Context: an optimization exercise on an open-source flow, tuned for small area. The choices shown serve that exercise and are no tape-out recipe. The RTL was checked by simulation tests, not by an equivalence proof against the original design.

==> flow/design.v (outline; a module is shown in full before it is edited, if it fits) <==
// module coef_regs: 30 lines
// module sym_delay_line: 29 lines
// module fir_mac: 5323 lines
// module fir_fa: 10 lines
// module fir_ha: 9 lines
// module fir_aoi222: 11 lines
// module tap_sum: 19 lines
// module pulse_shaping_filter: 41 lines
module pulse_shaping_filter (
	input  logic                 clk,
	input  logic                 reset,
	input  logic                 sam_clk_en,
	input  logic                 coef_we,
	input  fir_pkg::coef_addr_t  coef_addr,
	input  fir_pkg::coef_t       coef_data,
	input  fir_pkg::sample_t     x_in,
	output fir_pkg::sample_t     y
);
  // ...
==> flow/run.sh <==
#!/bin/bash
# synth_recipe.tcl (not shown) runs the flow's synth.tcl, then flattens the netlist and writes it again
# the make line also repeats each setting of config.mk as NAME=value (left out here)
make -C /OpenROAD-flow-scripts/flow DESIGN_CONFIG=/design/flow/config.mk WORK_HOME=/design/flow/orfs CLKGATE_MAP_FILE= SYNTH_SCRIPT=/design/flow/synth_recipe.tcl finish
==> flow/config.mk <==
export PLATFORM = sky130hd
export DESIGN_NAME = pulse_shaping_filter
export DESIGN_NICKNAME = pulse_shaping_filter
export VERILOG_FILES = /design/flow/design.v
export SDC_FILE = /design/flow/constraint.sdc
export NUM_CORES = 4
export LEC_CHECK = 0
export CAP_MARGIN = 20
export CELL_PAD_IN_SITES_DETAIL_PLACEMENT = 1
export CELL_PAD_IN_SITES_GLOBAL_PLACEMENT = 1
export CORE_MARGIN = 2
export CORE_UTILIZATION = 50
export CTS_CLUSTER_DIAMETER = 100
export CTS_CLUSTER_SIZE = 20
export GPL_TIMING_DRIVEN = 0
export PLACE_DENSITY = 0.6
export SLEW_MARGIN = 20
export SYNTH_HIERARCHICAL = 1
export SYNTH_MINIMUM_KEEP_SIZE = 0
==> flow/constraint.sdc <==
create_clock -name core_clock -period 18.0 [get_ports {clk}]
set_input_delay 3.6000 -clock core_clock [delete_from_list [all_inputs] [get_ports {clk}]]
set_output_delay 3.6000 -clock core_clock [all_outputs]
set_load 0.01 [all_outputs]
==> flow_results.xml, run 1 <==
<?xml version="1.0" encoding="UTF-8"?>
<metrics>
  <group name="critical_path">
    <metric name="regToRegSetupSlack" unit="ps">560</metric>
    <metric name="critical_path.reg2reg.endpoint" unit="">u_tap_sum.y[12]$_DFFE_PP0P_</metric>
    <metric name="cpLargestDelayFamily" unit="">adder cells</metric>
    <metric name="crit_path_max_fanout" unit="">26</metric>
    <metric name="reg2reg_depth" unit="">39</metric>
    <metric name="reg_to_reg_startpoint" unit="">u_sym_delay_line.x[324]$_DFFE_PP0P_</metric>
    <metric name="crit_path_end_kind" unit="">register</metric>
    <metric name="worst-endpoint-arrival" unit="ps">18030</metric>
  </group>
  <group name="place">
    <metric name="dp_cells" unit="">8814</metric>
    <metric name="place.gp.congestion" unit="">0.9659</metric>
  </group>
  <group name="logic_synthesis">
    <metric name="yosys.area_share.adder" unit="%">47.45</metric>
    <metric name="synthSimpleGateAreaFrac" unit="%">3.686</metric>
    <metric name="yosys-top-cells-area" unit="">fa_1 47%, a222oi_1 21%, dfrtp_1 17%</metric>
    <metric name="synth.area.mux_share" unit="%">7.552</metric>
    <metric name="synth_area" unit="um^2">89070</metric>
    <metric name="ys_async_sr_fraction" unit="%">100.0</metric>
  </group>
  <group name="drt">
    <metric name="ant_nets" unit="">0</metric>
    <metric name="routed-via-count" unit="">72880</metric>
    <metric name="drt_iter0_markers" unit="">17160</metric>
    <metric name="met2WireLength" unit="um">157600</metric>
    <metric name="top_sig_layer" unit="">met5</metric>
    <metric name="dr.pass1.iters" unit="">17</metric>
  </group>
  <group name="sta">
    <metric name="timing.max_slew.rel_slack" unit="%">17.81</metric>
    <metric name="achievable-frequency" unit="MHz">57.35</metric>
    <metric name="timing.final.ws_setup" unit="ps">562.4</metric>
  </group>
  <group name="cells_and_area">
    <metric name="n_sequential_cell" unit="">594</metric>
    <metric name="share_of_cells_above_drive_strength_1" unit="%">15.90</metric>
    <metric name="multi_input_comb_area" unit="um^2">73180</metric>
    <metric name="filler_cell_count" unit="">17150</metric>
  </group>
  <group name="die">
    <metric name="core_area" unit="um^2">176500</metric>
    <metric name="width_of_the_die" unit="um">426.1</metric>
  </group>
  <group name="clock_tree">
    <metric name="worst_skew_pair.late_latency" unit="ps">680</metric>
    <metric name="post-cts-setup-buffers" unit="">0</metric>
    <metric name="tritoncts_clock_tree" unit="">built</metric>
  </group>
  <group name="outcome">
    <metric name="outcome" unit="">no timing/DRC/antenna violations</metric>
  </group>
</metrics>
==> run 2: changes to the inputs <==
==> flow/config.mk (replaced) <==
export PLATFORM = sky130hd
export DESIGN_NAME = pulse_shaping_filter
export DESIGN_NICKNAME = pulse_shaping_filter
export VERILOG_FILES = /design/flow/design.v
export SDC_FILE = /design/flow/constraint.sdc
export NUM_CORES = 4
export LEC_CHECK = 0
export CAP_MARGIN = 20
export CELL_PAD_IN_SITES_DETAIL_PLACEMENT = 2
export CELL_PAD_IN_SITES_GLOBAL_PLACEMENT = 2
export CORE_MARGIN = 2
export CORE_UTILIZATION = 40
export CTS_CLUSTER_DIAMETER = 100
export CTS_CLUSTER_SIZE = 20
export GPL_TIMING_DRIVEN = 0
export PLACE_DENSITY = 0.5
export SLEW_MARGIN = 20
export SYNTH_HIERARCHICAL = 1
export SYNTH_MINIMUM_KEEP_SIZE = 0
==> run 2 against run 1 <==
Register-to-register slack got worse by 20 ps. Cell count grew 7.3%. Wire length rose by 12%. Non-clock buffer count increased by 23. Sequential share of layout area shrank 0.25 points. Clock skew fell by 2.5 ps. Utilization down 10 points. Setup slack got worse by 24 ps. Area after synthesis is the same. Critical endpoint is now u_tap_sum.y[17]$_DFFE_PP0P_. Highest routed layer unchanged.
==> flow_results.xml, run 2 <==
<?xml version="1.0" encoding="UTF-8"?>
<metrics>
  <group name="die">
    <metric name="core_area" unit="um^2">221900</metric>
    <metric name="row_count" unit="">173</metric>
    <metric name="io_pins" unit="">62</metric>
    <metric name="width_of_the_die" unit="um">475.9</metric>
    <metric name="design.die.area" unit="um^2">226500</metric>
    <metric name="starting_density" unit="%">40.15</metric>
    <metric name="chipHeight" unit="um">475.9</metric>
  </group>
  <group name="cells_and_area">
    <metric name="final_util" unit="%">43.72</metric>
    <metric name="reg_top3" unit="">u_sym_delay_line.x x378, u_coef_regs.coefs x198, u_tap_sum.y x18</metric>
    <metric name="max_reg_flops" unit="">378</metric>
    <metric name="seq_area" unit="um^2">14870</metric>
    <metric name="filler_cell_count" unit="">21540</metric>
    <metric name="most_frequent_cells_in_the_layout" unit="">2,018 x fa_1, 1,859 x a222oi_1, 593 x dfrtp_1</metric>
    <metric name="area_growth" unit="%">8.911</metric>
    <metric name="share_of_cells_above_drive_strength_1" unit="%">17.16</metric>
    <metric name="most_flops_register" unit="">u_sym_delay_line.x</metric>
    <metric name="final_net_count" unit="">8706</metric>
    <metric name="multi_input_comb_area" unit="um^2">73310</metric>
    <metric name="layout_commonest_cell" unit="">fa_1</metric>
  </group>
  <group name="logic_synthesis">
    <metric name="ys_async_sr_fraction" unit="%">100.0</metric>
    <metric name="synth_enable_flop_cells" unit="">0</metric>
    <metric name="most_instantiated_flip_flop_cell_in_the_synthesis_netlist" unit="">dfrtp_1</metric>
    <metric name="synth_commonest_cells" unit="">2,075 x fa_1, 1,859 x a222oi_1, 594 x dfrtp_1</metric>
    <metric name="ys_types" unit="">54</metric>
    <metric name="yosys-top-cells-area" unit="">fa_1 47%, a222oi_1 21%, dfrtp_1 17%</metric>
    <metric name="synthMostInstantiatedCell" unit="">fa_1</metric>
    <metric name="number_of_cells_produced_by_synthesis" unit="">6371</metric>
    <metric name="yosys.area.top_type" unit="">fa_1</metric>
    <metric name="synth-seq-area-share" unit="%">16.69</metric>
    <metric name="synth_fp_nets" unit="">8527</metric>
    <metric name="synthesis.area_per_instance" unit="um^2">13.98</metric>
    <metric name="synth-warning-count" unit="">9</metric>
    <metric name="flip_flop_and_latch_count_after_synthesis" unit="">594</metric>
    <metric name="synth_area" unit="um^2">89070</metric>
    <metric name="synthDominantCellAreaShare" unit="%">46.64</metric>
  </group>
  <group name="drt">
    <metric name="drt_iter0_markers" unit="">16280</metric>
    <metric name="ant_nets" unit="">0</metric>
    <metric name="post-route-drc-count" unit="">0</metric>
    <metric name="route.final.wire_length" unit="um">391400</metric>
    <metric name="dr.pass1.iters" unit="">13</metric>
    <metric name="routed-via-count" unit="">72620</metric>
    <metric name="post_drt_wl_per_cell" unit="um">40.85</metric>
    <metric name="routed_via_density" unit="">7.578</metric>
  </group>
  <group name="clock_tree">
    <metric name="cts.root.buffer_cell" unit="">clkbuf_16</metric>
    <metric name="holdBufCountCts" unit="">0</metric>
    <metric name="tritoncts_clock_tree" unit="">built</metric>
    <metric name="cts_resized" unit="">0</metric>
    <metric name="cts_num_sinks" unit="">594</metric>
    <metric name="worst_setup_hold_path_clk_slew" unit="ps">90</metric>
    <metric name="worst_skew_pair.late_latency" unit="ps">760</metric>
    <metric name="cts-root-to-sink-buffers" unit="">3</metric>
    <metric name="cts_made_buffers" unit="">51</metric>
    <metric name="post-cts-setup-buffers" unit="">0</metric>
    <metric name="cts_max_level" unit="">2</metric>
  </group>
  <group name="sta">
    <metric name="timing.max_slew.rel_slack" unit="%">18.52</metric>
    <metric name="timing.final.crit_share" unit="%">97.01</metric>
    <metric name="final_period_minus_worst_setup_slack" unit="ps">17460</metric>
    <metric name="drv_slew" unit="">0</metric>
    <metric name="final.setup_skew" unit="ps">40.37</metric>
    <metric name="worstMarginPinSlew" unit="ps">1222</metric>
    <metric name="achievable-frequency" unit="MHz">57.27</metric>
    <metric name="timing.final.ws_setup" unit="ps">538.5</metric>
    <metric name="setup_repair_after_global_routing_missed_its_margin" unit="">no</metric>
    <metric name="hold_viol_final" unit="">0</metric>
    <metric name="fin_tns_setup" unit="ps">0</metric>
    <metric name="final.hold.worst_slack" unit="ps">520.0</metric>
    <metric name="setup_viol" unit="">0</metric>
  </group>
  <group name="hold_path">
    <metric name="timing.hold.worst.start" unit="">u_sym_delay_line.x[360]$_DFFE_PP0P_</metric>
    <metric name="hold_class" unit="">register to register</metric>
  </group>
  <group name="critical_path">
    <metric name="crit_path_max_incr_delay" unit="ps">860</metric>
    <metric name="crit_path_max_fanout" unit="">26</metric>
    <metric name="crit_path_end_kind" unit="">register</metric>
    <metric name="reg_to_reg_startpoint" unit="">u_sym_delay_line.x[54]$_DFFE_PP0P_</metric>
    <metric name="critical_path.startpoint_type" unit="">register</metric>
    <metric name="crit_path_frequent_cell" unit="">fa_1</metric>
    <metric name="path_class" unit="">register to register</metric>
    <metric name="timing.critical_path.required" unit="ps">18630</metric>
    <metric name="worst-endpoint-arrival" unit="ps">18090</metric>
    <metric name="crit_path_start" unit="">u_sym_delay_line.x[54]$_DFFE_PP0P_</metric>
    <metric name="crit_path_slowest_cell" unit="">fa_1</metric>
  </group>
  <group name="global_routing">
    <metric name="grt_first_pass_wirelength" unit="um">570600</metric>
    <metric name="antenna_found_initial" unit="">27</metric>
    <metric name="grt_pass1_vias" unit="">77320</metric>
    <metric name="gr-total-overflow" unit="">0</metric>
    <metric name="grt_use_total" unit="%">34.27</metric>
    <metric name="grt_start_max_net_pins" unit="">103</metric>
  </group>
  <group name="place">
    <metric name="placement.io_buffers" unit="">60</metric>
    <metric name="post-dp-hpwl" unit="um">313500</metric>
    <metric name="place.gp.congestion" unit="">0.9250</metric>
    <metric name="place_worst_setup_slack" unit="ps">839.0</metric>
  </group>
  <group name="outcome">
    <metric name="outcome" unit="">no timing/DRC/antenna violations</metric>
  </group>
  <group name="flow_run">
    <metric name="max_cap_violations" unit="">0</metric>
  </group>
</metrics>
-- run 2: cell counts after synthesis --
Identical to the previous run, type by type.
-- run 2: kinds of logic after synthesis --
logic type                 synth area share [%]
adders and majority gates                 47.45
AOI/OAI and AO/OA                         21.90
xor gates and xnor gates                 0.9987
DFF                                       16.69
and+or+nand+nor                           3.686
muxes                                     7.552
buffers and inverters                     1.722
-- run 2: cell type report --
| type | count | area share, % |
|---|---|---|
| Clock buffer | 55 | 1.363 |
| Inverter | 228 | 0.8977 |
| Clock inverter | 28 | 0.4463 |
| Sequential cell | 594 | 15.32 |
| Multi-Input combinational cell | 5460 | 75.57 |
| Antenna cell | 27 | 0.06965 |
| Timing Repair Buffer | 126 | 1.737 |
| Buffer | 89 | 0.7532 |
| Tap cell | 2975 | 3.837 |
-- run 2: modules after synthesis (local to each module, per instance), a selection --
module | times used | cells | flip-flops and latches | area (um^2)
coef_regs | 1 | 449 | 198 | 7481
fir_aoi222 | 1859 | 1 | 0 | 10.01
fir_fa | 2074 | 1 | 0 | 20.02
fir_ha | 28 | 1 | 0 | 12.51
fir_mac | 1 | 1123 | 0 | 6227
sym_delay_line | 1 | 799 | 378 | 14160
tap_sum | 1 | 39 | 18 | 725.7
-- run 2: per-layer routing --
layer,track usage (%),part of all wire (%),vias up
met4,12.97,4.1,8
met2,51.87,45,3927
met5,0,0.015,-
met3,5.409,8.4,430
met1,49.58,42,40550
li1,-,-,27710
-- run 2: worst max-delay path, delay by kind of cell, from the launching register on --
family          cells  cell delay [ps]
mux                 1              330
fa+ha+maj          29            13130
flops               1              470
xor+xnor            3              990
buf+inv             1              670
compound gates      5             1610
simple gates        1              100
-- run 2: path summary, 6_finish.rpt --
check,to,slack (ps),depth (start not counted)
worst max-delay path,u_tap_sum.y[17]$_DFFE_PP0P_,540,40
worst min-delay path,u_sym_delay_line.x[360]$_DFFE_PP0P_,520,1
worst max register to register,u_tap_sum.y[17]$_DFFE_PP0P_,540,40
worst min register to register,u_sym_delay_line.x[360]$_DFFE_PP0P_,520,1
max in group asynchronous,u_sym_delay_line.x[235]$_DFFE_PP0P_,12950,4
min in group asynchronous,u_sym_delay_line.x[304]$_DFFE_PP0P_,3700,2
-- run 2: per-stage QoR --
stage	instance area (um^2)	std cells
final	97010	9582
after global routing	96980	9568
after CTS	96810	9554
after detailed placement	95050	9471
after global placement	93400	9406
after floorplan	89070	6371
==> run 3: changes to the inputs <==
--- a/flow/config.mk
+++ b/flow/config.mk
@@ -5,7 +5,7 @@
 export SDC_FILE = /design/flow/constraint.sdc
 export NUM_CORES = 4
 export LEC_CHECK = 0
-export CAP_MARGIN = 20
+export CAP_MARGIN = 10
 export CELL_PAD_IN_SITES_DETAIL_PLACEMENT = 2
 export CELL_PAD_IN_SITES_GLOBAL_PLACEMENT = 2
 export CORE_MARGIN = 2
@@ -14,6 +14,6 @@
 export CTS_CLUSTER_SIZE = 20
 export GPL_TIMING_DRIVEN = 0
 export PLACE_DENSITY = 0.5
-export SLEW_MARGIN = 20
+export SLEW_MARGIN = 10
 export SYNTH_HIERARCHICAL = 1
 export SYNTH_MINIMUM_KEEP_SIZE = 0
==> run 3 against run 2 <==
Synthesized cell count unchanged. Sequential share of layout area hardly changed. Clock skew up 12 ps. Still clean. First-iteration DRC count down 2.0%. Utilization is 0.11 points lower. Maximum frequency is 0.32% higher. Global-route usage is 0.18 points lower. Die area did not move. Critical path type unchanged. Area after synthesis unchanged. Cell area shrank 0.26%.
==> flow_results.xml, run 3 <==
<?xml version="1.0" encoding="UTF-8"?>
<metrics>
  <group name="logic_synthesis">
    <metric name="synth_area" unit="um^2">89070</metric>
    <metric name="yosys.area.top_type" unit="">fa_1</metric>
    <metric name="synth_fp_nets" unit="">8527</metric>
    <metric name="flip_flop_and_latch_count_after_synthesis" unit="">594</metric>
    <metric name="synthMostInstantiatedCell" unit="">fa_1</metric>
    <metric name="synthDominantCellAreaShare" unit="%">46.64</metric>
    <metric name="most_instantiated_flip_flop_cell_in_the_synthesis_netlist" unit="">dfrtp_1</metric>
    <metric name="number_of_cells_produced_by_synthesis" unit="">6371</metric>
    <metric name="ys_async_sr_fraction" unit="%">100.0</metric>
    <metric name="synth-warning-count" unit="">9</metric>
    <metric name="synthesis.area_per_instance" unit="um^2">13.98</metric>
    <metric name="synth-seq-area-share" unit="%">16.69</metric>
    <metric name="yosys-top-cells-area" unit="">fa_1 47%, a222oi_1 21%, dfrtp_1 17%</metric>
    <metric name="synth_commonest_cells" unit="">2,075 x fa_1, 1,859 x a222oi_1, 594 x dfrtp_1</metric>
    <metric name="synth_enable_flop_cells" unit="">0</metric>
    <metric name="ys_types" unit="">54</metric>
  </group>
  <group name="critical_path">
    <metric name="crit_path_max_fanout" unit="">26</metric>
    <metric name="crit_path_start" unit="">u_sym_delay_line.x[270]$_DFFE_PP0P_</metric>
    <metric name="path_class" unit="">register to register</metric>
    <metric name="timing.critical_path.required" unit="ps">18600</metric>
    <metric name="reg_to_reg_startpoint" unit="">u_sym_delay_line.x[270]$_DFFE_PP0P_</metric>
    <metric name="critical_path.reg2reg.endpoint" unit="">u_tap_sum.y[17]$_DFFE_PP0P_</metric>
    <metric name="crit_path_end_kind" unit="">register</metric>
    <metric name="crit_path_max_incr_delay" unit="ps">1080</metric>
    <metric name="endpoint" unit="">u_tap_sum.y[17]$_DFFE_PP0P_</metric>
    <metric name="crit_path_slowest_cell" unit="">fa_1</metric>
    <metric name="critical_path.startpoint_type" unit="">register</metric>
    <metric name="reg2reg_depth" unit="">41</metric>
    <metric name="worst-endpoint-arrival" unit="ps">18010</metric>
    <metric name="crit_path_frequent_cell" unit="">fa_1</metric>
    <metric name="regToRegSetupSlack" unit="ps">590</metric>
  </group>
  <group name="clock_tree">
    <metric name="cts.root.buffer_cell" unit="">clkbuf_16</metric>
    <metric name="worst_setup_hold_path_clk_slew" unit="ps">80</metric>
    <metric name="cts_num_sinks" unit="">594</metric>
    <metric name="tritoncts_clock_tree" unit="">built</metric>
    <metric name="cts_resized" unit="">0</metric>
    <metric name="holdBufCountCts" unit="">0</metric>
    <metric name="cts-root-to-sink-buffers" unit="">3</metric>
    <metric name="worst_skew_pair.late_latency" unit="ps">770</metric>
    <metric name="cts_max_level" unit="">2</metric>
    <metric name="cts_made_buffers" unit="">52</metric>
    <metric name="post-cts-setup-buffers" unit="">0</metric>
  </group>
  <group name="die">
    <metric name="design.die.area" unit="um^2">226500</metric>
    <metric name="core_area" unit="um^2">221900</metric>
    <metric name="chipHeight" unit="um">475.9</metric>
    <metric name="row_count" unit="">173</metric>
    <metric name="starting_density" unit="%">40.15</metric>
    <metric name="io_pins" unit="">62</metric>
    <metric name="width_of_the_die" unit="um">475.9</metric>
  </group>
  <group name="cells_and_area">
    <metric name="layout.cells.non_filler" unit="">9583</metric>
    <metric name="max_reg_flops" unit="">378</metric>
    <metric name="final_net_count" unit="">8690</metric>
    <metric name="most_flops_register" unit="">u_sym_delay_line.x</metric>
    <metric name="most_frequent_cells_in_the_layout" unit="">2,061 x fa_1, 1,859 x a222oi_1, 593 x dfrtp_1</metric>
    <metric name="layout_commonest_cell" unit="">fa_1</metric>
    <metric name="reg_top3" unit="">u_sym_delay_line.x x378, u_coef_regs.coefs x198, u_tap_sum.y x18</metric>
    <metric name="area_growth" unit="%">8.630</metric>
    <metric name="filler_cell_count" unit="">21580</metric>
    <metric name="share_of_cells_above_drive_strength_1" unit="%">16.19</metric>
  </group>
  <group name="place">
    <metric name="dp_cells" unit="">9455</metric>
    <metric name="place.gp.congestion" unit="">0.9250</metric>
    <metric name="placement.io_buffers" unit="">60</metric>
    <metric name="post-dp-hpwl" unit="um">310900</metric>
    <metric name="place_worst_setup_slack" unit="ps">828.5</metric>
  </group>
  <group name="sta">
    <metric name="final.setup_skew" unit="ps">52.19</metric>
    <metric name="timing.max_slew.rel_slack" unit="%">11.36</metric>
    <metric name="final.hold.worst_slack" unit="ps">521.4</metric>
    <metric name="setup_repair_after_global_routing_missed_its_margin" unit="">no</metric>
    <metric name="timing.final.ws_setup" unit="ps">593.9</metric>
    <metric name="timing.final.crit_share" unit="%">96.70</metric>
    <metric name="hold_viol_final" unit="">0</metric>
    <metric name="setup_viol" unit="">0</metric>
    <metric name="fin_tns_setup" unit="ps">0</metric>
    <metric name="worstMarginPinSlew" unit="ps">1330</metric>
    <metric name="drv_slew" unit="">0</metric>
    <metric name="final_period_minus_worst_setup_slack" unit="ps">17410</metric>
    <metric name="achievable-frequency" unit="MHz">57.45</metric>
  </group>
  <group name="global_routing">
    <metric name="grt_pass1_vias" unit="">77150</metric>
    <metric name="antenna_found_initial" unit="">26</metric>
    <metric name="grt_start_max_net_pins" unit="">107</metric>
    <metric name="grt_first_pass_wirelength" unit="um">567900</metric>
    <metric name="gr-total-overflow" unit="">0</metric>
    <metric name="grt_use_total" unit="%">34.09</metric>
  </group>
  <group name="drt">
    <metric name="post_drt_wl_per_cell" unit="um">40.65</metric>
    <metric name="ant_nets" unit="">0</metric>
    <metric name="drt_iter0_markers" unit="">15950</metric>
    <metric name="dr.pass1.iters" unit="">15</metric>
    <metric name="routed-via-count" unit="">73010</metric>
    <metric name="post-route-drc-count" unit="">0</metric>
    <metric name="routed_via_density" unit="">7.619</metric>
    <metric name="route.final.wire_length" unit="um">389600</metric>
  </group>
  <group name="flow_run">
    <metric name="max_cap_violations" unit="">0</metric>
  </group>
  <group name="hold_path">
    <metric name="hold_class" unit="">register to register</metric>
  </group>
  <group name="outcome">
    <metric name="outcome" unit="">no timing/DRC/antenna violations</metric>
  </group>
</metrics>
[run 3: cell counts after synthesis]
No cell type changed its count.
[run 3: how the worst min path moves through the flow]
| stage | cells past startpoint | end | slack, ps | from |
|---|---|---|---|---|
| floorplan | 1 | u_sym_delay_line.x[360]$_DFFE_PP0P_ | 480 | u_sym_delay_line.x[360]$_DFFE_PP0P_ |
| global placement | 1 | u_sym_delay_line.x[360]$_DFFE_PP0P_ | 500 | u_sym_delay_line.x[360]$_DFFE_PP0P_ |
| detailed placement | 1 | u_sym_delay_line.x[360]$_DFFE_PP0P_ | 510 | u_sym_delay_line.x[360]$_DFFE_PP0P_ |
| CTS | 1 | u_tap_sum.y[2]$_DFFE_PP0P_ | 530 | u_tap_sum.y[2]$_DFFE_PP0P_ |
| global route | 1 | u_sym_delay_line.x[360]$_DFFE_PP0P_ | 530 | u_sym_delay_line.x[360]$_DFFE_PP0P_ |
| finish | 1 | u_tap_sum.y[2]$_DFFE_PP0P_ | 520 | u_tap_sum.y[2]$_DFFE_PP0P_ |
[run 3: worst max-delay path: cells and delay by family (launching register included)]
family	cells	cell delay (ps)
XOR/XNOR	10	3060
flip-flops	1	490
buffers and inverters	1	690
multiplexers	1	340
adder cells (fa/ha/maj)	28	12390
AO/OA/AOI/OAI	1	210
[run 3: layout make-up]
| type | count | area (um^2) | share of cell area [%] |
|---|---|---|---|
| Multi-Input combinational cell | 5460 | 73190 | 75.64 |
| Sequential cell | 594 | 14870 | 15.36 |
| Tap cell | 2975 | 3722 | 3.847 |
| Timing Repair Buffer | 109 | 1474 | 1.523 |
| Clock buffer | 57 | 1351 | 1.397 |
| Inverter | 228 | 870.8 | 0.9000 |
| Buffer | 89 | 720.7 | 0.7448 |
| Clock inverter | 29 | 465.4 | 0.4810 |
| Antenna cell | 42 | 105.1 | 0.1086 |
[run 3: cells by family (layout without fill, tap and decap cells)]
family	count (synthesis)	in the layout	share of synthesized area [%]
mux	594	594	7.552
compound gates	1982	1982	21.90
xor+xnor	93	93	0.9987
fa+ha+maj	2136	2136	47.45
other cells	0	42	0
simple gates	655	655	3.686
buf+inv	317	512	1.722
flops	594	594	16.69
[run 3: through the flow]
stage               area (um^2)  utilization (%)
floorplan                 89070                -
global placement          93400            42.10
detailed placement        94710            42.69
CTS                       96520            43.50
global route              96700            43.58
finish                    96760            43.61
[run 3: modules after synthesis (local to each module, per instance), a selection]
module          times used  area (um^2)  cells  flip-flops and latches
fir_fa                2074        20.02      1                       0
fir_ha                  28        12.51      1                       0
fir_aoi222            1859        10.01      1                       0
fir_mac                  1         6227   1123                       0
sym_delay_line           1        14160    799                     378
coef_regs                1         7481    449                     198
tap_sum                  1        725.7     39                      18
[run 3: per-layer routing]
layer	routed length, um	share of wire, %	GRT usage (%)	vias to the layer above
li1	-	-	-	27700
met1	165000	42	49.49	40930
met2	177400	46	51.85	3961
met3	32960	8.5	5.295	404
met4	14100	3.6	12.05	12
met5	81	0.021	0	-

## re-timing with driven ports
How much do the figures lean on ideal ports? The routed layouts below were timed once more, with nothing changed but the port constraints.
Step 1: set_driving_cell puts a clkbuf_16 on clk and a buf_2 on each other input, an assumption about the parent block.
Step 2 adds t to the input delays and takes it off the output delays; t is the mean of the earliest and latest rising clock arrival at the registers after step 1. Input paths then give back, and output paths get back, about the clock's delay inside the block.
Three values: no drivers, after step 1, after step 2; two values: the first two.
run	t (ns)	setup slack, ns	latest minus earliest clock arrival (ns)
run 1	0.751	0.562 / 0.562 / 0.562	0.048 / 0.048
run 2	0.830	0.538 / 0.538 / 0.538	0.047 / 0.047
run 3	0.832	0.594 / 0.594 / 0.594	0.058 / 0.058
After both steps every run listed still meets setup and hold.
